This design comes from an exercise in tuning for small area, a short achievable clock period and few clock cycles per item on the open sky130 flow, not from production work. The RTL was checked by simulation tests, not by an equivalence proof against the original design.

==> flow/design.v (outline; a module is shown in full before it is edited, if it fits) <==
// module fir_seq_mac: 11081 lines
module fir_seq_mac (
  input  logic        clk,
  input  logic        reset,
  input  logic        in_valid,
  output logic        in_ready,
  input  logic [15:0] data_in,
  input  logic        coef_we,
  input  logic [3:0]  coef_addr,
  input  logic [15:0] coef_data,
  output logic        out_valid,
  input  logic        out_ready,
  output logic [15:0] data_out,
  output logic        busy
);
  // ...
==> flow/flow/run.sh <==
#!/bin/bash
set -euo pipefail
read -r MARGIN MARGIN_LATE < flow/margin.txt
PORTS="BUFFER_PORTS_ARGS=-buffer_cell sky130_fd_sc_hd__buf_4"
# ABC's area script: its many inverters are taken out by polfix.py
bash standard.sh ABC_AREA=1 synth > synth.log 2>&1
NL=orfs/results/${FLOW_PLATFORM}/fir_seq_mac/base/1_2_yosys.v
cp "$NL" 1_2_yosys.orig.v
python3 flow/polfix.py flow/comp.json 1_2_yosys.orig.v 1_2_yosys.fixed.v > polfix.log 2>&1
cp 1_2_yosys.fixed.v "$NL"
bash standard.sh SETUP_SLACK_MARGIN="$MARGIN" "$PORTS" cts > layout_cts.log 2>&1
bash standard.sh SETUP_SLACK_MARGIN="$MARGIN_LATE" "$PORTS" finish > layout_finish.log 2>&1
test -s out/final.def
==> flow/flow/comp.json <==
{
"a2111o_1": [
"a2111oi_1",
"X",
"Y",
-1.251
],
"a2111o_2": [
"a2111oi_2",
"X",
"Y",
2.502
],
"a2111o_4": [
"a2111oi_4",
"X",
"Y",
6.256
],
"a2111oi_0": [
"a2111o_1",
"Y",
"X",
2.502
],
"a2111oi_1": [
"a2111o_1",
"Y",
"X",
1.251
],
"a2111oi_2": [
"a2111o_2",
"Y",
"X",
-2.502
],
"a2111oi_4": [
"a2111o_4",
"Y",
"X",
-6.256
],
"a211o_1": [
"a211oi_1",
"X",
"Y",
-1.251
],
"a211o_2": [
"a211oi_2",
"X",
"Y",
2.502
],
"a211o_4": [
"a211oi_4",
"X",
"Y",
2.502
],
"a211oi_1": [
"a211o_1",
"Y",
"X",
1.251
],
"a211oi_2": [
"a211o_2",
"Y",
"X",
-2.502
],
"a211oi_4": [
"a211o_4",
"Y",
"X",
-2.502
],
"a21bo_1": [
"a21boi_1",
"X",
"Y",
-2.502
],
"a21bo_2": [
"a21boi_2",
"X",
"Y",
1.251
],
"a21bo_4": [
"a21boi_4",
"X",
"Y",
2.502
],
"a21boi_0": [
"a21bo_1",
"Y",
"X",
2.502
],
"a21boi_1": [
"a21bo_1",
"Y",
"X",
2.502
],
"a21boi_2": [
"a21bo_2",
"Y",
"X",
-1.251
],
"a21boi_4": [
"a21bo_4",
"Y",
"X",
-2.502
],
"a21o_1": [
"a21oi_1",
"X",
"Y",
-2.502
],
"a21o_2": [
"a21oi_2",
"X",
"Y",
0.0
],
"a21o_4": [
"a21oi_4",
"X",
"Y",
1.251
],
"a21oi_1": [
"a21o_1",
"Y",
"X",
2.502
],
"a21oi_2": [
"a21o_2",
"Y",
"X",
0.0
],
"a21oi_4": [
"a21o_4",
"Y",
"X",
-1.251
],
"a221o_1": [
"a221oi_1",
"X",
"Y",
-1.251
],
"a221o_2": [
"a221oi_2",
"X",
"Y",
3.754
],
"a221o_4": [
"a221oi_4",
"X",
"Y",
5.005
],
"a221oi_1": [
"a221o_1",
"Y",
"X",
1.251
],
"a221oi_2": [
"a221o_2",
"Y",
"X",
-3.754
],
"a221oi_4": [
"a221o_4",
"Y",
"X",
-5.005
],
"a22o_1": [
"a22oi_1",
"X",
"Y",
-1.251
],
"a22o_2": [
"a22oi_2",
"X",
"Y",
2.502
],
"a22o_4": [
"a22oi_4",
"X",
"Y",
3.754
],
"a22oi_1": [
"a22o_1",
"Y",
"X",
1.251
],
"a22oi_2": [
"a22o_2",
"Y",
"X",
-2.502
],
"a22oi_4": [
"a22o_4",
"Y",
"X",
-3.754
],
"a2bb2o_1": [
"a2bb2oi_1",
"X",
"Y",
-1.251
],
"a2bb2o_2": [
"a2bb2oi_2",
"X",
"Y",
3.754
],
"a2bb2o_4": [
"a2bb2oi_4",
"X",
"Y",
6.256
],
"a2bb2oi_1": [
"a2bb2o_1",
"Y",
"X",
1.251
],
"a2bb2oi_2": [
"a2bb2o_2",
"Y",
"X",
-3.754
],
"a2bb2oi_4": [
"a2bb2o_4",
"Y",
"X",
-6.256
],
"a311o_1": [
"a311oi_1",
"X",
"Y",
-1.251
],
"a311o_2": [
"a311oi_2",
"X",
"Y",
3.754
],
"a311o_4": [
"a311oi_4",
"X",
"Y",
6.256
],
"a311oi_1": [
"a311o_1",
"Y",
"X",
1.251
],
"a311oi_2": [
"a311o_2",
"Y",
"X",
-3.754
],
"a311oi_4": [
"a311o_4",
"Y",
"X",
-6.256
],
"a31o_1": [
"a31oi_1",
"X",
"Y",
-2.502
],
"a31o_2": [
"a31oi_2",
"X",
"Y",
3.754
],
"a31o_4": [
"a31oi_4",
"X",
"Y",
3.754
],
"a31oi_1": [
"a31o_1",
"Y",
"X",
2.502
],
"a31oi_2": [
"a31o_2",
"Y",
"X",
-3.754
],
"a31oi_4": [
"a31o_4",
"Y",
"X",
-3.754
],
"a32o_1": [
"a32oi_1",
"X",
"Y",
-1.251
],
"a32o_2": [
"a32oi_2",
"X",
"Y",
5.005
],
"a32o_4": [
"a32oi_4",
"X",
"Y",
6.256
],
"a32oi_1": [
"a32o_1",
"Y",
"X",
1.251
],
"a32oi_2": [
"a32o_2",
"Y",
"X",
-5.005
],
"a32oi_4": [
"a32o_4",
"Y",
"X",
-6.256
],
"a41o_1": [
"a41oi_1",
"X",
"Y",
-1.251
],
"a41o_2": [
"a41oi_2",
"X",
"Y",
5.005
],
"a41o_4": [
"a41oi_4",
"X",
"Y",
6.256
],
"a41oi_1": [
"a41o_1",
"Y",
"X",
1.251
],
"a41oi_2": [
"a41o_2",
"Y",
"X",
-5.005
],
"a41oi_4": [
"a41o_4",
"Y",
"X",
-6.256
],
"and2_0": [
"nand2_1",
"X",
"Y",
-2.502
],
"and2_1": [
"nand2_1",
"X",
"Y",
-2.502
],
"and2_2": [
"nand2_2",
"X",
"Y",
-1.251
],
"and2_4": [
"nand2_4",
"X",
"Y",
2.502
],
"and2b_1": [
"nand2b_1",
"X",
"Y",
-1.251
],
"and2b_2": [
"nand2b_2",
"X",
"Y",
0.0
],
"and2b_4": [
"nand2b_4",
"X",
"Y",
3.754
],
"and3_1": [
"nand3_1",
"X",
"Y",
-1.251
],
"and3_2": [
"nand3_2",
"X",
"Y",
2.502
],
"and3_4": [
"nand3_4",
"X",
"Y",
6.256
],
"and3b_1": [
"nand3b_1",
"X",
"Y",
-1.251
],
"and3b_2": [
"nand3b_2",
"X",
"Y",
1.251
],
"and3b_4": [
"nand3b_4",
"X",
"Y",
7.507
],
"and4_1": [
"nand4_1",
"X",
"Y",
-2.502
],
"and4_2": [
"nand4_2",
"X",
"Y",
2.502
],
"and4_4": [
"nand4_4",
"X",
"Y",
10.01
],
"and4b_1": [
"nand4b_1",
"X",
"Y",
-1.251
],
"and4b_2": [
"nand4b_2",
"X",
"Y",
3.754
],
"and4b_4": [
"nand4b_4",
"X",
"Y",
10.01
],
"and4bb_1": [
"nand4bb_1",
"X",
"Y",
-1.251
],
"and4bb_2": [
"nand4bb_2",
"X",
"Y",
3.754
],
"and4bb_4": [
"nand4bb_4",
"X",
"Y",
11.261
],
"buf_1": [
"clkinv_1",
"X",
"Y",
0.0
],
"buf_12": [
"inv_12",
"X",
"Y",
-3.754
],
"buf_16": [
"inv_16",
"X",
"Y",
-7.507
],
"buf_2": [
"inv_2",
"X",
"Y",
-1.251
],
"buf_4": [
"inv_4",
"X",
"Y",
-1.251
],
"buf_6": [
"inv_6",
"X",
"Y",
-2.502
],
"buf_8": [
"inv_8",
"X",
"Y",
-3.754
],
"bufbuf_16": [
"inv_16",
"X",
"Y",
-12.512
],
"bufbuf_8": [
"inv_8",
"X",
"Y",
-7.507
],
"bufinv_16": [
"clkbuf_16",
"Y",
"X",
-5.005
],
"bufinv_8": [
"clkbuf_8",
"Y",
"X",
-3.754
],
"clkbuf_1": [
"clkinv_1",
"X",
"Y",
0.0
],
"clkbuf_16": [
"inv_16",
"X",
"Y",
-5.005
],
"clkbuf_2": [
"inv_2",
"X",
"Y",
-1.251
],
"clkbuf_4": [
"inv_4",
"X",
"Y",
-1.251
],
"clkbuf_8": [
"inv_8",
"X",
"Y",
-2.502
],
"clkinv_1": [
"buf_1",
"Y",
"X",
0.0
],
"clkinv_16": [
"clkbuf_16",
"Y",
"X",
-5.005
],
"clkinv_2": [
"buf_2",
"Y",
"X",
0.0
],
"clkinv_4": [
"buf_4",
"Y",
"X",
-1.251
],
"clkinv_8": [
"clkbuf_8",
"Y",
"X",
-2.502
],
"clkinvlp_2": [
"buf_2",
"Y",
"X",
0.0
],
"clkinvlp_4": [
"buf_4",
"Y",
"X",
0.0
],
"inv_1": [
"buf_1",
"Y",
"X",
0.0
],
"inv_12": [
"buf_12",
"Y",
"X",
3.754
],
"inv_16": [
"clkbuf_16",
"Y",
"X",
5.005
],
"inv_2": [
"buf_2",
"Y",
"X",
1.251
],
"inv_4": [
"buf_4",
"Y",
"X",
1.251
],
"inv_6": [
"buf_6",
"Y",
"X",
2.502
],
"inv_8": [
"clkbuf_8",
"Y",
"X",
2.502
],
"mux2_1": [
"mux2i_1",
"X",
"Y",
-1.251
],
"mux2_2": [
"mux2i_2",
"X",
"Y",
2.502
],
"mux2_4": [
"mux2i_4",
"X",
"Y",
7.507
],
"mux2_8": [
"mux2i_1",
"X",
"Y",
-16.266
],
"mux2i_1": [
"mux2_1",
"Y",
"X",
1.251
],
"mux2i_2": [
"mux2_2",
"Y",
"X",
-2.502
],
"mux2i_4": [
"mux2_4",
"Y",
"X",
-7.507
],
"nand2_1": [
"and2_1",
"Y",
"X",
2.502
],
"nand2_2": [
"and2_2",
"Y",
"X",
1.251
],
"nand2_4": [
"and2_4",
"Y",
"X",
-2.502
],
"nand2_8": [
"and2_0",
"Y",
"X",
-13.763
],
"nand2b_1": [
"and2b_1",
"Y",
"X",
1.251
],
"nand2b_2": [
"and2b_2",
"Y",
"X",
0.0
],
"nand2b_4": [
"and2b_4",
"Y",
"X",
-3.754
],
"nand3_1": [
"and3_1",
"Y",
"X",
1.251
],
"nand3_2": [
"and3_2",
"Y",
"X",
-2.502
],
"nand3_4": [
"and3_4",
"Y",
"X",
-6.256
],
"nand3b_1": [
"and3b_1",
"Y",
"X",
1.251
],
"nand3b_2": [
"and3b_2",
"Y",
"X",
-1.251
],
"nand3b_4": [
"and3b_4",
"Y",
"X",
-7.507
],
"nand4_1": [
"and4_1",
"Y",
"X",
2.502
],
"nand4_2": [
"and4_2",
"Y",
"X",
-2.502
],
"nand4_4": [
"and4_4",
"Y",
"X",
-10.01
],
"nand4b_1": [
"and4b_1",
"Y",
"X",
1.251
],
"nand4b_2": [
"and4b_2",
"Y",
"X",
-3.754
],
"nand4b_4": [
"and4b_4",
"Y",
"X",
-10.01
],
"nand4bb_1": [
"and4bb_1",
"Y",
"X",
1.251
],
"nand4bb_2": [
"and4bb_2",
"Y",
"X",
-3.754
],
"nand4bb_4": [
"and4bb_4",
"Y",
"X",
-11.261
],
"nor2_1": [
"or2_1",
"Y",
"X",
2.502
],
"nor2_2": [
"or2_2",
"Y",
"X",
0.0
],
"nor2_4": [
"or2_4",
"Y",
"X",
-2.502
],
"nor2_8": [
"or2_0",
"Y",
"X",
-13.763
],
"nor2b_1": [
"or2b_1",
"Y",
"X",
1.251
],
"nor2b_2": [
"or2b_2",
"Y",
"X",
0.0
],
"nor2b_4": [
"or2b_4",
"Y",
"X",
-2.502
],
"nor3_1": [
"or3_1",
"Y",
"X",
1.251
],
"nor3_2": [
"or3_2",
"Y",
"X",
-2.502
],
"nor3_4": [
"or3_4",
"Y",
"X",
-5.005
],
"nor3b_1": [
"or3b_1",
"Y",
"X",
1.251
],
"nor3b_2": [
"or3b_2",
"Y",
"X",
-3.754
],
"nor3b_4": [
"or3b_4",
"Y",
"X",
-7.507
],
"nor4_1": [
"or4_1",
"Y",
"X",
1.251
],
"nor4_2": [
"or4_2",
"Y",
"X",
-3.754
],
"nor4_4": [
"or4_4",
"Y",
"X",
-10.01
],
"nor4b_1": [
"or4b_1",
"Y",
"X",
1.251
],
"nor4b_2": [
"or4b_2",
"Y",
"X",
-5.005
],
"nor4b_4": [
"or4b_4",
"Y",
"X",
-10.01
],
"nor4bb_1": [
"or4bb_1",
"Y",
"X",
1.251
],
"nor4bb_2": [
"or4bb_2",
"Y",
"X",
-3.754
],
"nor4bb_4": [
"or4bb_4",
"Y",
"X",
-10.01
],
"o2111a_1": [
"o2111ai_1",
"X",
"Y",
-2.502
],
"o2111a_2": [
"o2111ai_2",
"X",
"Y",
2.502
],
"o2111a_4": [
"o2111ai_4",
"X",
"Y",
6.256
],
"o2111ai_1": [
"o2111a_1",
"Y",
"X",
2.502
],
"o2111ai_2": [
"o2111a_2",
"Y",
"X",
-2.502
],
"o2111ai_4": [
"o2111a_4",
"Y",
"X",
-6.256
],
"o211a_1": [
"o211ai_1",
"X",
"Y",
-2.502
],
"o211a_2": [
"o211ai_2",
"X",
"Y",
2.502
],
"o211a_4": [
"o211ai_4",
"X",
"Y",
3.754
],
"o211ai_1": [
"o211a_1",
"Y",
"X",
2.502
],
"o211ai_2": [
"o211a_2",
"Y",
"X",
-2.502
],
"o211ai_4": [
"o211a_4",
"Y",
"X",
-3.754
],
"o21a_1": [
"o21ai_1",
"X",
"Y",
-2.502
],
"o21a_2": [
"o21ai_2",
"X",
"Y",
0.0
],
"o21a_4": [
"o21ai_4",
"X",
"Y",
1.251
],
"o21ai_0": [
"o21a_1",
"Y",
"X",
2.502
],
"o21ai_1": [
"o21a_1",
"Y",
"X",
2.502
],
"o21ai_2": [
"o21a_2",
"Y",
"X",
0.0
],
"o21ai_4": [
"o21a_4",
"Y",
"X",
-1.251
],
"o21ba_1": [
"o21bai_1",
"X",
"Y",
-2.502
],
"o21ba_2": [
"o21bai_2",
"X",
"Y",
1.251
],
"o21ba_4": [
"o21bai_4",
"X",
"Y",
2.502
],
"o21bai_1": [
"o21ba_1",
"Y",
"X",
2.502
],
"o21bai_2": [
"o21ba_2",
"Y",
"X",
-1.251
],
"o21bai_4": [
"o21ba_4",
"Y",
"X",
-2.502
],
"o221a_1": [
"o221ai_1",
"X",
"Y",
-2.502
],
"o221a_2": [
"o221ai_2",
"X",
"Y",
3.754
],
"o221a_4": [
"o221ai_4",
"X",
"Y",
6.256
],
"o221ai_1": [
"o221a_1",
"Y",
"X",
2.502
],
"o221ai_2": [
"o221a_2",
"Y",
"X",
-3.754
],
"o221ai_4": [
"o221a_4",
"Y",
"X",
-6.256
],
"o22a_1": [
"o22ai_1",
"X",
"Y",
-2.502
],
"o22a_2": [
"o22ai_2",
"X",
"Y",
2.502
],
"o22a_4": [
"o22ai_4",
"X",
"Y",
2.502
],
"o22ai_1": [
"o22a_1",
"Y",
"X",
2.502
],
"o22ai_2": [
"o22a_2",
"Y",
"X",
-2.502
],
"o22ai_4": [
"o22a_4",
"Y",
"X",
-2.502
],
"o2bb2a_1": [
"o2bb2ai_1",
"X",
"Y",
-1.251
],
"o2bb2a_2": [
"o2bb2ai_2",
"X",
"Y",
3.754
],
"o2bb2a_4": [
"o2bb2ai_4",
"X",
"Y",
7.507
],
"o2bb2ai_1": [
"o2bb2a_1",
"Y",
"X",
1.251
],
"o2bb2ai_2": [
"o2bb2a_2",
"Y",
"X",
-3.754
],
"o2bb2ai_4": [
"o2bb2a_4",
"Y",
"X",
-7.507
],
"o311a_1": [
"o311ai_1",
"X",
"Y",
-1.251
],
"o311a_2": [
"o311ai_2",
"X",
"Y",
5.005
],
"o311a_4": [
"o311ai_4",
"X",
"Y",
5.005
],
"o311ai_0": [
"o311a_1",
"Y",
"X",
1.251
],
"o311ai_1": [
"o311a_1",
"Y",
"X",
1.251
],
"o311ai_2": [
"o311a_2",
"Y",
"X",
-5.005
],
"o311ai_4": [
"o311a_4",
"Y",
"X",
-5.005
],
"o31a_1": [
"o31ai_1",
"X",
"Y",
-1.251
],
"o31a_2": [
"o31ai_2",
"X",
"Y",
2.502
],
"o31a_4": [
"o31ai_4",
"X",
"Y",
3.754
],
"o31ai_1": [
"o31a_1",
"Y",
"X",
1.251
],
"o31ai_2": [
"o31a_2",
"Y",
"X",
-2.502
],
"o31ai_4": [
"o31a_4",
"Y",
"X",
-3.754
],
"o32a_1": [
"o32ai_1",
"X",
"Y",
-1.251
],
"o32a_2": [
"o32ai_2",
"X",
"Y",
5.005
],
"o32a_4": [
"o32ai_4",
"X",
"Y",
5.005
],
"o32ai_1": [
"o32a_1",
"Y",
"X",
1.251
],
"o32ai_2": [
"o32a_2",
"Y",
"X",
-5.005
],
"o32ai_4": [
"o32a_4",
"Y",
"X",
-5.005
],
"o41a_1": [
"o41ai_1",
"X",
"Y",
-2.502
],
"o41a_2": [
"o41ai_2",
"X",
"Y",
3.754
],
"o41a_4": [
"o41ai_4",
"X",
"Y",
6.256
],
"o41ai_1": [
"o41a_1",
"Y",
"X",
2.502
],
"o41ai_2": [
"o41a_2",
"Y",
"X",
-3.754
],
"o41ai_4": [
"o41a_4",
"Y",
"X",
-6.256
],
"or2_0": [
"nor2_1",
"X",
"Y",
-2.502
],
"or2_1": [
"nor2_1",
"X",
"Y",
-2.502
],
"or2_2": [
"nor2_2",
"X",
"Y",
0.0
],
"or2_4": [
"nor2_4",
"X",
"Y",
2.502
],
"or2b_1": [
"nor2b_1",
"X",
"Y",
-1.251
],
"or2b_2": [
"nor2b_2",
"X",
"Y",
0.0
],
"or2b_4": [
"nor2b_4",
"X",
"Y",
2.502
],
"or3_1": [
"nor3_1",
"X",
"Y",
-1.251
],
"or3_2": [
"nor3_2",
"X",
"Y",
2.502
],
"or3_4": [
"nor3_4",
"X",
"Y",
5.005
],
"or3b_1": [
"nor3b_1",
"X",
"Y",
-1.251
],
"or3b_2": [
"nor3b_2",
"X",
"Y",
3.754
],
"or3b_4": [
"nor3b_4",
"X",
"Y",
7.507
],
"or4_1": [
"nor4_1",
"X",
"Y",
-1.251
],
"or4_2": [
"nor4_2",
"X",
"Y",
3.754
],
"or4_4": [
"nor4_4",
"X",
"Y",
10.01
],
"or4b_1": [
"nor4b_1",
"X",
"Y",
-1.251
],
"or4b_2": [
"nor4b_2",
"X",
"Y",
5.005
],
"or4b_4": [
"nor4b_4",
"X",
"Y",
10.01
],
"or4bb_1": [
"nor4bb_1",
"X",
"Y",
-1.251
],
"or4bb_2": [
"nor4bb_2",
"X",
"Y",
3.754
],
"or4bb_4": [
"nor4bb_4",
"X",
"Y",
10.01
],
"xnor2_1": [
"xor2_1",
"Y",
"X",
0.0
],
"xnor2_2": [
"xor2_2",
"Y",
"X",
0.0
],
"xnor2_4": [
"xor2_4",
"Y",
"X",
0.0
],
"xnor3_1": [
"xor3_1",
"X",
"X",
1.251
],
"xnor3_2": [
"xor3_2",
"X",
"X",
1.251
],
"xnor3_4": [
"xor3_4",
"X",
"X",
1.251
],
"xor2_1": [
"xnor2_1",
"X",
"Y",
0.0
],
"xor2_2": [
"xnor2_2",
"X",
"Y",
0.0
],
"xor2_4": [
"xnor2_4",
"X",
"Y",
0.0
],
"xor3_1": [
"xnor3_1",
"X",
"X",
-1.251
],
"xor3_2": [
"xnor3_2",
"X",
"X",
-1.251
],
"xor3_4": [
"xnor3_4",
"X",
"X",
-1.251
]
}
==> flow/flow/margin.txt <==
8.3 7.9
==> flow/flow/polfix.py <==
#!/usr/bin/env python3
"""Remove inverters from a flat Yosys netlist by choosing the polarity of full adders and
gates.

A full adder is self-dual: FA(~a, ~b, ~c) = (~cout, ~sum), so it can take all inputs and give
all outputs inverted. A gate with a complement cell (a22oi/a22o, nand2/and2, xor2/xnor2, ...)
can give its output inverted. Every inverter is taken out, each such cell gets a flip bit, and
one inverter is put back for each net that some pin needs in the other polarity. The flips come
from a greedy local search on cell area. Registers and ports keep their values.
usage: polfix.py COMP.json IN.v OUT.v
"""
import json
import re
import sys
from collections import defaultdict

comp = json.load(open(sys.argv[1]))
src = open(sys.argv[2]).read()
INV_AREA = 3.7536
cell_re = re.compile(r"^(\s*)(sky130_fd_sc_hd__\w+)\s+(\S+)\s*\((.*?)\);\n", re.S | re.M)
pin_re = re.compile(r"\.(\w+)\(\s*(.*?)\s*\)\s*(?:,|$)", re.S)
OUTPINS = {"X", "Y", "Q", "Q_N", "SUM", "COUT", "HI", "LO"}
P = "sky130_fd_sc_hd__"


def is_inv(t):
    return re.fullmatch(P + r"(clk)?inv_\d+", t) is not None


def is_fa(t):
    return re.fullmatch(P + r"fa_\d+", t) is not None


cells = []
for m in cell_re.finditer(src):
    pins = [(p, n.strip()) for p, n in pin_re.findall(m.group(4))]
    cells.append([m.group(2), m.group(3), pins, m.span()])

inv_of = {}
for t, name, pins, _ in cells:
    if is_inv(t):
        d = dict(pins)
        inv_of[d["Y"]] = d["A"]


def resolve(net):
    par = 0
    while net in inv_of:
        net = inv_of[net]
        par ^= 1
    return net, par


body_wo_cells = cell_re.sub("", src)
ext_used = set()
for m in re.finditer(r"assign\s+(.*?);", body_wo_cells, re.S):
    for tok in re.findall(r"\\\S+|[A-Za-z_][\w$]*(?:\[\d+\])?", m.group(1)):
        ext_used.add(tok.strip())

# flippable nodes
node_of_cell = {}
kind = {}
cost_flip = {}
for ci, (t, name, pins, _) in enumerate(cells):
    short = t[len(P):]
    if is_fa(t):
        node_of_cell[ci] = len(kind)
        kind[len(kind)] = "fa"
        cost_flip[node_of_cell[ci]] = 0.0
    elif not is_inv(t) and short in comp and comp[short][0] != short \
            and not re.match(r"(clk)?buf_", short):
        node_of_cell[ci] = len(kind)
        kind[len(kind)] = "gate"
        cost_flip[node_of_cell[ci]] = comp[short][3]
N = len(kind)
flip = [0] * N
cell_of_node = {v: k for k, v in node_of_cell.items()}
driver_node = {}
outs_of_node = defaultdict(list)
for ci, (t, name, pins, _) in enumerate(cells):
    if ci in node_of_cell:
        for p, n in pins:
            if p in OUTPINS:
                driver_node[n] = node_of_cell[ci]
                outs_of_node[node_of_cell[ci]].append(n)

loads = []
for ci, (t, name, pins, _) in enumerate(cells):
    if is_inv(t):
        continue
    for p, n in pins:
        if p in OUTPINS:
            continue
        r, par = resolve(n)
        loads.append((ci, p, r, par))
for n in ext_used:
    if n in inv_of:
        r, par = resolve(n)
        loads.append((None, n, r, par))
loads_of_cell = defaultdict(list)
loads_by_root = defaultdict(list)
for li, (ci, p, r, par) in enumerate(loads):
    loads_of_cell[ci].append(li)
    loads_by_root[r].append(li)


def need(li):
    ci, p, r, par = loads[li]
    f = flip[node_of_cell[ci]] if ci is not None and ci in node_of_cell and \
        kind[node_of_cell[ci]] == "fa" else 0
    g = flip[driver_node[r]] if r in driver_node else 0
    return par ^ f ^ g


ninv = defaultdict(int)
for li in range(len(loads)):
    if need(li):
        ninv[loads[li][2]] += 1


def gain(i):
    ls = []
    if kind[i] == "fa":
        ls.extend(loads_of_cell[cell_of_node[i]])
    for r in outs_of_node[i]:
        ls.extend(loads_by_root[r])
    delta = defaultdict(int)
    for li in set(ls):
        delta[loads[li][2]] += (-1 if need(li) else 1)
    before = sum(1 for r in delta if ninv[r] > 0) * INV_AREA
    after = sum(1 for r in delta if ninv[r] + delta[r] > 0) * INV_AREA
    dc = cost_flip[i] if flip[i] == 0 else -cost_flip[i]
    return before - after - dc, delta


def total():
    return sum(1 for r in ninv if ninv[r] > 0) * INV_AREA + \
        sum(cost_flip[i] for i in range(N) if flip[i])


t0 = total()
n0 = sum(1 for r in ninv if ninv[r] > 0)
for it in range(30):
    changed = 0
    for i in range(N):
        g, delta = gain(i)
        if g > 1e-9:
            flip[i] ^= 1
            for r, d in delta.items():
                ninv[r] += d
            changed += 1
    if not changed:
        break
# simulated annealing, then greedy again
import math
import random
rng = random.Random(1)
ITER = int(__import__("os").environ.get("POL_ITER", "400000"))
best = total()
best_flip = list(flip)
cur = best
for step in range(ITER):
    T = 2.0 * (1 - step / ITER) + 0.01
    i = rng.randrange(N)
    g, delta = gain(i)
    if g > 0 or rng.random() < math.exp(g / T):
        flip[i] ^= 1
        for r, d in delta.items():
            ninv[r] += d
        cur -= g
        if cur < best - 1e-9:
            best = cur
            best_flip = list(flip)
flip[:] = best_flip
ninv.clear()
for li in range(len(loads)):
    if need(li):
        ninv[loads[li][2]] += 1
for it in range(30):
    changed = 0
    for i in range(N):
        g, delta = gain(i)
        if g > 1e-9:
            flip[i] ^= 1
            for r, d in delta.items():
                ninv[r] += d
            changed += 1
    if not changed:
        break
n1 = sum(1 for r in ninv if ninv[r] > 0)
sys.stderr.write(f"polfix: {len(inv_of)} inverters ({n0} nets) -> {n1}; cost {t0:.0f} -> "
                 f"{total():.0f} um2; flipped {sum(flip[i] for i in range(N) if kind[i]=='fa')} "
                 f"adders, {sum(flip[i] for i in range(N) if kind[i]=='gate')} gates\n")

invnet = {}
newcells = []


def inv_net(r):
    if r not in invnet:
        k = len(invnet) + 1
        invnet[r] = f"polinv_n{k}"
        newcells.append(f"  {P}inv_1 polinv_c{k} (\n    .A({fmt(r)}),\n    .Y(polinv_n{k})\n  );\n")
    return invnet[r]


def fmt(net):
    return net + " " if net.startswith("\\") else net


pin_new = {}
for li, (ci, p, r, par) in enumerate(loads):
    pin_new[(ci, p)] = inv_net(r) if need(li) else r
# Full adders are symmetric in A, B and CIN, but B is the fastest pin and CIN the slowest:
# give the latest input B and the earliest CIN, using arrival times from a rough delay model.
drv_cell = {}
for ci, (t, name, pins, _) in enumerate(cells):
    if is_inv(t):
        continue
    for p, n in pins:
        if p in OUTPINS:
            drv_cell[n] = ci
for r, n in invnet.items():
    drv_cell[n] = ("inv", r)
arr = {}
SEQ = re.compile(P + r"(df|edf|sdf|dl)")


def arrival(net, depth=0):
    if net in arr:
        return arr[net]
    d = drv_cell.get(net)
    if d is None:
        a = 0.0
    elif isinstance(d, tuple):
        a = arrival(d[1], depth + 1) + 0.08
    else:
        t, name, pins, _ = cells[d]
        if SEQ.match(t):
            a = 0.5
        else:
            ins = [arrival(pin_new[(d, p)], depth + 1) for p, n in pins if p not in OUTPINS]
            a = (max(ins) if ins else 0.0) + (0.5 if is_fa(t) else 0.2)
    arr[net] = a
    return a


sys.setrecursionlimit(100000)
nswap = 0
for ci, (t, name, pins, _) in enumerate(cells):
    if is_fa(t):
        ins = sorted((pin_new[(ci, p)] for p in ("A", "B", "CIN")), key=arrival)
        new = {"CIN": ins[0], "A": ins[1], "B": ins[2]}
        if any(pin_new[(ci, p)] != new[p] for p in new):
            nswap += 1
        for p in new:
            pin_new[(ci, p)] = new[p]
sys.stderr.write(f"polfix: reordered the inputs of {nswap} adders\n")

out = []
pos = 0
for ci, (t, name, pins, span) in enumerate(cells):
    out.append(src[pos:span[0]])
    pos = span[1]
    if is_inv(t):
        d = dict(pins)
        if d["Y"] in ext_used:
            out.append(f"  assign {fmt(d['Y'])} = {fmt(pin_new[(None, d['Y'])])};\n")
        continue
    tt = t
    pmap = {}
    if ci in node_of_cell and kind[node_of_cell[ci]] == "gate" and flip[node_of_cell[ci]]:
        c2, o1, o2, _ = comp[t[len(P):]]
        tt = P + c2
        pmap = {o1: o2}
    plist = []
    for p, n in pins:
        if p in OUTPINS:
            plist.append(f"    .{pmap.get(p, p)}({fmt(n)})")
        else:
            plist.append(f"    .{p}({fmt(pin_new[(ci, p)])})")
    out.append(f"  {tt} {name} (\n" + ",\n".join(plist) + "\n  );\n")
out.append(src[pos:])
text = "".join(out)
decl = "".join(f"  wire {n};\n" for n in invnet.values())
i = text.rindex("endmodule")
text = text[:i] + decl + "".join(newcells) + text[i:]
open(sys.argv[3], "w").write(text)
==> flow/standard.sh <==
#!/bin/bash
# synth_recipe.tcl (not shown) runs the flow's synth.tcl, then flattens the netlist and writes it again
# the make line also repeats each setting of config.mk as NAME=value (left out here)
make -C /OpenROAD-flow-scripts/flow DESIGN_CONFIG=/design/flow/config.mk WORK_HOME=/design/flow/orfs CLKGATE_MAP_FILE= SYNTH_SCRIPT=/design/flow/synth_recipe.tcl "${@:-finish}"
==> flow/config.mk <==
export PLATFORM = sky130hd
export DESIGN_NAME = fir_seq_mac
export DESIGN_NICKNAME = fir_seq_mac
export VERILOG_FILES = /design/flow/design.v
export SDC_FILE = /design/flow/constraint.sdc
export NUM_CORES = 4
export LEC_CHECK = 0
export CAP_MARGIN = 20
export CORE_MARGIN = 2
export CORE_UTILIZATION = 40
export SLEW_MARGIN = 20
==> flow/constraint.sdc <==
create_clock -name core_clock -period 12.0 [get_ports {clk}]
set_input_delay 2.4000 -clock core_clock [delete_from_list [all_inputs] [get_ports {clk}]]
set_output_delay 2.4000 -clock core_clock [all_outputs]
set_load 0.01 [all_outputs]
==> out/results.tsv, run 1 <==
metric	value	unit
report.final.slew_viol_count	0	
clock_path_buffers	3	
cts_sinks	1263	
max_slew_margin	9.21	%
area_share_nonclk_buffers	1.86	%
gp_congestion	1.10	
cts_setup_buffers	64	
cap_violations	0	
hold_class	reg -> reg	
wl_met1	184	mm
max_stage_delay	0.74	ns
status	no timing/DRC/antenna violations	
synth.avg_cell_area	11.4	sq um
multi_input_gates	6528	
hold_depth	0	
worstPathRequired	12.74	ns
fin_hold_ws	0.326	ns
seq-cell-share	26.8	%
drc	0	
hold_path_startpoint	s1_q[4]$_DFF_P_	
cts_root_buf	clkbuf_16	
crit_cells	6	
fp-row-count	186	
htree_levels	4	
start_kind	flop	
critPathMaxFanout	17	
gr-usage-met2	57.2	%
crit_top_cell	fa_1	
fillers	24074	
Testbench counts, summed over its fixed seeds: cycles 992, items 960.
==> inputs of run 2 (changes only) <==
--- a/flow/design.v
+++ b/flow/design.v
@@ -9,17 +9,17 @@
   input  logic [15:0] coef_data,
   output logic        out_valid,
   input  logic        out_ready,
   output logic [15:0] data_out,
   output logic        busy
 );
   localparam int TAPS = 13;
   localparam int NST  = 2;    
-  localparam int NQ   = 5;    
+  localparam int NQ   = 4;    
   logic [15:0] x_q    [TAPS];    
   logic [7:0]  bo_q [TAPS], bt_q [TAPS], bn_q [TAPS];
   logic [7:0]  wbo, wbt, wbn;
   logic [15:0] x0;
   logic [7:0]  bo0, bt0, bn0;
   logic [15:0] x1;
   logic [7:0]  bo1, bt1, bn1;
   logic [15:0] x2;
@@ -53,20 +53,20 @@
   logic [NQ-1:0] vqi;              
   logic [NST:1]  v_q, v_d;
   logic [NQ-1:0] vq_q, vq_d, vq_up;
   logic [15:0]   e_q [NQ];         
   logic          accept, pop, push, cap, pend_d;
   function automatic logic room(input logic [NQ-1:0] vq, input logic [NST:1] v);
     logic r;
     r = 1'b0;
-    if (v == 2'd0 && !vq[4]) r = 1'b1;
-    if (v == 2'd1 && !vq[3]) r = 1'b1;
-    if (v == 2'd2 && !vq[3]) r = 1'b1;
-    if (v == 2'd3 && !vq[2]) r = 1'b1;
+    if (v == 2'd0 && !vq[3]) r = 1'b1;
+    if (v == 2'd1 && !vq[2]) r = 1'b1;
+    if (v == 2'd2 && !vq[2]) r = 1'b1;
+    if (v == 2'd3 && !vq[1]) r = 1'b1;
     room = r;
   endfunction
   assign vqi    = {vq_q[NQ-1:1], !nov_q};
   assign accept = in_valid && !nrdy_q;
   assign pop    = out_ready && !nov_q;
   assign push   = v_q[NST];
   assign cap    = room(vqi, v_q);
   assign vq_up  = push ? {vqi[NQ-2:0], 1'b1} : vqi;
@@ -82,30 +82,30 @@
   always_ff @(posedge clk or negedge reset) begin
     if (!reset) begin
       nrdy_q <= 1'b1;
       nov_q  <= 1'b1;
       pend_q <= 1'b0;
       v_q    <= '0;
       vq_q   <= '0;
     end else begin
-      nrdy_q <= !room(vq_up, v_d);
+      nrdy_q <= !(!pend_d || room(vq_d, v_d));
       nov_q  <= !vq_d[0];
       pend_q <= pend_d;
       v_q    <= v_d;
       vq_q   <= vq_d;
     end
   end
   always_ff @(posedge clk) begin
     if (!reset) begin
       rdy_q  <= 1'b0;
       ov_q   <= 1'b0;
       busy_q <= 1'b0;
     end else begin
-      rdy_q  <= room(vq_up, v_d);
+      rdy_q  <= !pend_d || room(vq_d, v_d);
       ov_q   <= vq_d[0];
       busy_q <= pend_d || (|v_d) || vq_d[0];
     end
   end
   always_ff @(posedge clk or negedge reset) begin
     if (!reset) begin
       for (int k = 0; k < TAPS; k++) begin
         x_q[k]    <= '0;
@@ -11052,30 +11052,27 @@
   assign rowa   = {fc1802, fc1801, fc1800, fc1799, fc1798, fc1797, fc1796, fc1795, fc1794, fc1793, fc1792, fc1791, fc1790, fc1789, fc1788, fc1787, fc1786, fc1785, fc1784, fc1783, fc1782, fc1781, fc1780, fc1779, fc1778, fc1777, fc1776, fc1775, hc21, hs21, s2_q[0]};
   assign rowb   = {fs1803, fs1802, fs1801, fs1800, fs1799, fs1798, fs1797, fs1796, fs1795, fs1794, fs1793, fs1792, fs1791, fs1790, fs1789, fs1788, fs1787, fs1786, fs1785, fs1784, fs1783, fs1782, fs1781, fs1780, fs1779, fs1778, fs1777, fs1776, fs1775, s2_q[4], s2_q[1]};
   assign sum    = rowa + rowb;
   assign result = sum[30:15];
   logic [NQ-1:0] wr;
   assign wr[0] = push && (pop ? (vqi[0] && !vqi[1]) : (!vqi[0]));
   assign wr[1] = push && (pop ? (vqi[1] && !vqi[2]) : (!vqi[1] && vqi[0]));
   assign wr[2] = push && (pop ? (vqi[2] && !vqi[3]) : (!vqi[2] && vqi[1]));
-  assign wr[3] = push && (pop ? (vqi[3] && !vqi[4]) : (!vqi[3] && vqi[2]));
-  assign wr[4] = push && (pop ? (vqi[4]) : (!vqi[4] && vqi[3]));
+  assign wr[3] = push && (pop ? (vqi[3]) : (!vqi[3] && vqi[2]));
   logic e0_new, e0_shift, e0_hold;
   assign e0_new   = wr[0];
   assign e0_shift = !wr[0] && pop;
   assign e0_hold  = !wr[0] && !pop;
   always_ff @(posedge clk)
     e_q[0] <= ({16{e0_new}} & result) | ({16{e0_shift}} & e_q[1]) | ({16{e0_hold}} & e_q[0]);
   always_ff @(posedge clk) begin
     if (wr[1]) e_q[1] <= result;
     else if (pop) e_q[1] <= e_q[2];
     if (wr[2]) e_q[2] <= result;
     else if (pop) e_q[2] <= e_q[3];
     if (wr[3]) e_q[3] <= result;
-    else if (pop) e_q[3] <= e_q[4];
-    if (wr[4]) e_q[4] <= result;
   end
   assign in_ready  = rdy_q;
   assign out_valid = ov_q;
   assign data_out  = e_q[0];
   assign busy      = busy_q;
 endmodule
==> out/results.tsv, run 2 <==
metric	value	unit	change
wirelength	513	mm	was 518 mm
status	no timing/DRC/antenna violations		unchanged
rrSetupSlack	8.17	ns	was 8.09 ns
fillers	23760		was 24074
numCtsBuffers	154		unchanged
grt_pass1_wl	683	mm	was 690 mm
period_share	32.2	%	was 32.6%
overflow	0		unchanged
initial_utilization	40.1	%	was 40.2%
endpoint_kind	flop		unchanged
firstDrtPassIters	8		was 6
drive_above_1_share	7.69	%	was 7.12%
largest_register_ffs	559		unchanged
cts_sinks	1246		was 1263
first_global_vias	77961		was 77706
largest-register	s1_q		unchanged
viasPerCell	6.34		was 6.25
port_buffers	59		unchanged
grtUsageTotal	39.0	%	was 39.3%
cts_hold_buffers	0		unchanged
ios	60		unchanged
hpwl	439	mm	was 441 mm
cp_data_arrival_time	4.62	ns	was 4.65 ns
top_regs	s1_q (559), x_q (208)		unchanged
finalWorstSetupSlack	8.14	ns	was 8.09 ns
setup_viol	0		unchanged
report.final.slew_viol_count	0		unchanged
yosys_warnings	6		unchanged
finalClockSkew	0.0889	ns	was 0.0701 ns
rsz0062_at_grt	false		unchanged
timing.fmax	259	MHz	was 256 MHz
syn_inst	8902		was 9050
final_common_cell	fa_1		unchanged
cap_violations	0		unchanged
routed-via-count	77003		was 76753
fp.dieArea	0.261	sq mm	was 0.263 sq mm
fp-row-count	186		unchanged
start_kind	primary input		was flop
final_cell_mix	fa_1, xnor2_1, o22ai_1		unchanged
wl_per_cell	42.2	um	was 42.1 um
die_w	511	um	was 512 um
core	0.256	sq mm	was 0.257 sq mm
period_minus_slack	3.86	ns	was 3.91 ns
grt_antenna_before_repair	54		unchanged
place_ws	6.98	ns	was 7.05 ns
drt_iter0_drc	11620		was 10922
clk_pin_slew	0.06	ns	was 0.07 ns
worst_slew_pin_slew	1.28	ns	was 1.36 ns
cts_tree	built		unchanged
synth_area	0.103	sq mm	about the same
grt_max_degree	156		was 187
max_slew_margin	14.5	%	was 9.21%
fin_hold_ws	0.330	ns	was 0.326 ns
crit_type	in -> reg		was reg -> reg
nets	10493		was 10637
htree_levels	4		unchanged
syn_nets	10791		was 10939
critPathMaxFanout	155		was 17
hold_viol_final	0		unchanged
postRouteAntennaNets	0		unchanged
clock_path_buffers	3		unchanged
hold_class	reg -> reg		unchanged
gp_congestion	1.11		was 1.10
worstPathRequired	12.76	ns	was 12.74 ns
synth.avg_cell_area	11.5	sq um	was 11.4 sq um
syn_to_final_growth	8.88	%	was 8.85%
fin_util	43.7	%	was 43.8%
clock_latency	0.91	ns	was 0.90 ns
drc	0		unchanged
cts_root_buf	clkbuf_16		unchanged
dieHeight	511	um	was 512 um
tns	0	ns	unchanged
## run 2: cell count changes in the layout (fill, tap and decap cells not counted), moves of 16 or more
cell	previous run	this run
edfxtp_1	376	360
a21oi_1	152	119
nand2_1	602	540
nor2_1	138	101
o22ai_1	1436	1404
o21ai_0	215	172
o22a_1	135	164
mux2_2	16	76
## run 2: stage by stage
| stage | std cells | area (sq um) |
|---|---|---|
| floorplan | 8902 | 103000 |
| global placement | 11781 | 106000 |
| detailed placement | 11786 | 106000 |
| CTS | 12115 | 112000 |
| global route | 12120 | 112000 |
| finish | 12144 | 112000 |
## run 2: per-layer routing
layer / global-route usage [%] / part of all wire [%] / routed length, um
met5: 0 / 0.079 / 404
met4: 25.8 / 8.3 / 42700
met3: 14.9 / 14 / 69500
met2: 55.9 / 42 / 213000
met1: 48.7 / 37 / 187000
## run 2: final timing paths
| check | start | endpoint | cells past startpoint |
|---|---|---|---|
| setup / recovery | in_valid | x_q[0][9]$_DFFE_PN0P_ | 6 |
| hold / removal | s1_q[1]$_DFF_P_ | s2_q[1]$_DFF_P_ | 0 |
| setup reg to reg | s1_q[181]$_DFF_P_ | s2_q[47]$_DFF_P_ | 6 |
| hold reg to reg | s1_q[1]$_DFF_P_ | s2_q[1]$_DFF_P_ | 0 |
| max in group asynchronous | reset | v_q[2]$_DFF_PN0_ | 4 |
| min in group asynchronous | reset | x_q[4][3]$_DFFE_PN0P_ | 1 |
## run 2: worst max-delay path: stages
cell and delay (ns):
buf_4 0.14, nand2_8 0.35, buf_12 0.52, buf_6 0.50, nor2_1 0.10, a21oi_1 0.15
## run 2: timing repair
item	4_1_cts	5_1_grt
endpoints found under the setup margin	127	0
resized for setup	93	0
buffers inserted	42	0
## run 2: final cells by class
cell class,instances,area [sq um],share of cell area (%)
Multi-Input combinational cell,6406,68300,61.0
Sequential cell,1246,29700,26.5
Clock buffer,212,4390,3.92
Tap cell,3384,4230,3.78
Inverter,578,2180,1.95
Timing Repair Buffer,218,2050,1.83
Clock inverter,75,987,0.882
Antenna cell,25,62.6,0.0559
Testbench counts of run 2, summed over its fixed seeds: cycles 992, items 960.
==> inputs of run 3 (changes only) <==
==> flow/flow/margin.txt (replaced) <==
8.3 8.15
==> out/results.tsv, run 3 <==
metric	value	unit	change
worstPathRequired	12.70	ns	was 12.76 ns
syn_inst	8902		unchanged
final_common_cell	fa_1		unchanged
clk_pin_slew	0.06	ns	about the same
largest-register	s1_q		unchanged
dieHeight	511	um	unchanged
synth.avg_cell_area	11.5	sq um	unchanged
top_regs	s1_q (559), x_q (208)		unchanged
hold_depth	0		unchanged
status	no timing/DRC/antenna violations		unchanged
nets	10493		unchanged
timing.fmax	260	MHz	was 259 MHz
gp_congestion	1.11		unchanged
clock_path_buffers	3		unchanged
initial_utilization	40.1	%	unchanged
htree_levels	4		unchanged
ios	60		unchanged
overflow	0		unchanged
rr_startpoint	bn_q[6][0]$_DFFE_PP_		was s1_q[181]$_DFF_P_
yosys_warnings	6		unchanged
die_w	511	um	unchanged
period_minus_slack	3.85	ns	was 3.86 ns
cap_violations	0		unchanged
grt_antenna_before_repair	54		unchanged
hold_class	reg -> reg		unchanged
cts_root_buf	clkbuf_16		unchanged
hold_viol_final	0		unchanged
synth_area	0.103	sq mm	unchanged
port_buffers	59		unchanged
seqCellArea	0.0297	sq mm	unchanged
fp-row-count	186		unchanged
drive_above_1_share	7.69	%	unchanged
drc	0		unchanged
worst_slew_pin_slew	1.27	ns	was 1.28 ns
largest_register_ffs	559		unchanged
first_global_vias	77961		unchanged
grt_max_degree	156		unchanged
setup_viol	0		unchanged
final_cell_mix	fa_1, xnor2_1, o22ai_1		unchanged
clock_latency	0.91	ns	about the same
critPathMaxFanout	39		was 155
rrSetupSlack	8.16	ns	was 8.17 ns
multiInputGateArea	0.0683	sq mm	unchanged
postRouteAntennaNets	0		unchanged
report.final.slew_viol_count	0		unchanged
max_slew_margin	15.0	%	was 14.5%
min_to	s2_q[1]$_DFF_P_		unchanged
cts_tree	built		unchanged
grtUsageTotal	39.0	%	unchanged
hold_path_startpoint	s1_q[1]$_DFF_P_		unchanged
grt_pass1_wl	683	mm	unchanged
viasPerCell	6.33		was 6.34
finalClockSkew	0.0861	ns	was 0.0889 ns
hpwl	439	mm	unchanged
core	0.256	sq mm	unchanged
tns	0	ns	unchanged
syn_to_final_growth	8.88	%	about the same
rr_worst_depth	5		was 6
start_kind	primary input		unchanged
endpoint_kind	flop		unchanged
crit_type	in -> reg		unchanged
drt_iter0_drc	11553		was 11620
wirelength	513	mm	about the same
r2r-end	s1_q[99]$_DFF_P_		was s2_q[47]$_DFF_P_
firstDrtPassIters	6		was 8
syn_nets	10791		unchanged
routed-via-count	76838		was 77003
cts_hold_buffers	0		unchanged
wl_per_cell	42.3	um	was 42.2 um
rsz0062_at_grt	true		was false
fp.dieArea	0.261	sq mm	unchanged
fillers	23763		was 23760
cts_sinks	1246		unchanged
numCtsBuffers	154		unchanged
period_share	32.1	%	was 32.2%
cp_data_arrival_time	4.55	ns	was 4.62 ns
[run 3: metrics by stage]
step | utilization [%] | worst slack, ns | std cells | area, sq um | hold slack [ns]
after floorplan | - | 8.10 | 8902 | 103000 | 0.310
after global placement | 41.2 | 7.00 | 11781 | 106000 | 0.315
after detailed placement | 41.2 | 6.98 | 11786 | 106000 | 0.319
after CTS | 43.6 | 8.18 | 12115 | 112000 | 0.333
after global routing | 43.7 | 8.15 | 12120 | 112000 | 0.336
final | 43.7 | 8.15 | 12138 | 112000 | 0.330
[run 3: routing by layer]
layer	global-route usage (%)	up-vias	wire length (um)
met2	55.9	5610	214000
met1	48.7	40316	187000
met4	25.8	42	42100
li1	-	29612	-
met3	14.9	1258	70300
met5	0	-	280
[run 3: critical path, cell delays in order]
cell	delay (ns)
buf_8	0.29
nand2_1	0.20
o21ai_0	0.18
and2_1	0.89
buf_4	0.38
[run 3: cell type report]
type | count | area share (%)
well taps | 3384 | 3.78
flip-flops and latches | 1246 | 26.5
clock inverters | 75 | 0.882
inverters | 578 | 1.95
diodes | 19 | 0.0425
repair buffers | 218 | 1.84
multi-input cells | 6406 | 61.0
clock buffers | 212 | 3.92
[run 3: what timing repair did]
item / 4_1_cts / 5_1_grt
pin swaps: 15 / 0
setup buffers: 42 / 0
endpoints found under the setup margin: 127 / 29
gates resized for setup: 93 / 2
[run 3: worst max path at each step]
stage | start | endpoint | slack, ns | cells past startpoint
finish | reset | bt_q[0][5]$_DFFE_PP_ | 8.15 | 5
global route | in_valid | x_q[0][9]$_DFFE_PN0P_ | 8.15 | 6
CTS | e_q[0][2]$_DFF_P_ | data_out[2] | 8.18 | 1
detailed placement | reset | busy_q$_SDFF_PN0_ | 6.98 | 6
global placement | reset | busy_q$_SDFF_PN0_ | 7.00 | 6
floorplan | coef_addr[2] | bn_q[0][0]$_DFFE_PP_ | 8.10 | 3

[port drivers added, routing unchanged]
The results above use ideal ports. As a check the final layouts listed here were re-extracted and re-timed, cells and wires unchanged.
Step 1 (the two cells are an assumption about what drives the block):
set clk [get_ports {clk}]
set_driving_cell -lib_cell sky130_fd_sc_hd__clkbuf_16 $clk
set_driving_cell -lib_cell sky130_fd_sc_hd__buf_2 [delete_from_list [all_inputs] $clk]
Step 2 moves the port delays by t, midway between the first and last clock arrival at a register: inputs arrive t later, outputs are due t later. That takes back most of the time a late clock gives input paths.
Three values: no drivers, after step 1, after step 2; two values: the first two.
run	shift t [ns]	setup WS [ns]	hold WS [ns]
run 1	0.952	8.088 / 8.088 / 7.335	0.326 / 0.326 / 0.326
run 2	0.969	8.137 / 8.126 / 7.224	0.330 / 0.330 / 0.330
run 3	0.966	8.153 / 8.126 / 7.215	0.330 / 0.330 / 0.330
After both steps every run listed still meets setup and hold. The setup slack of run 3, which loses most, moves by -0.027 ns with the drivers and by -0.938 ns with both steps.
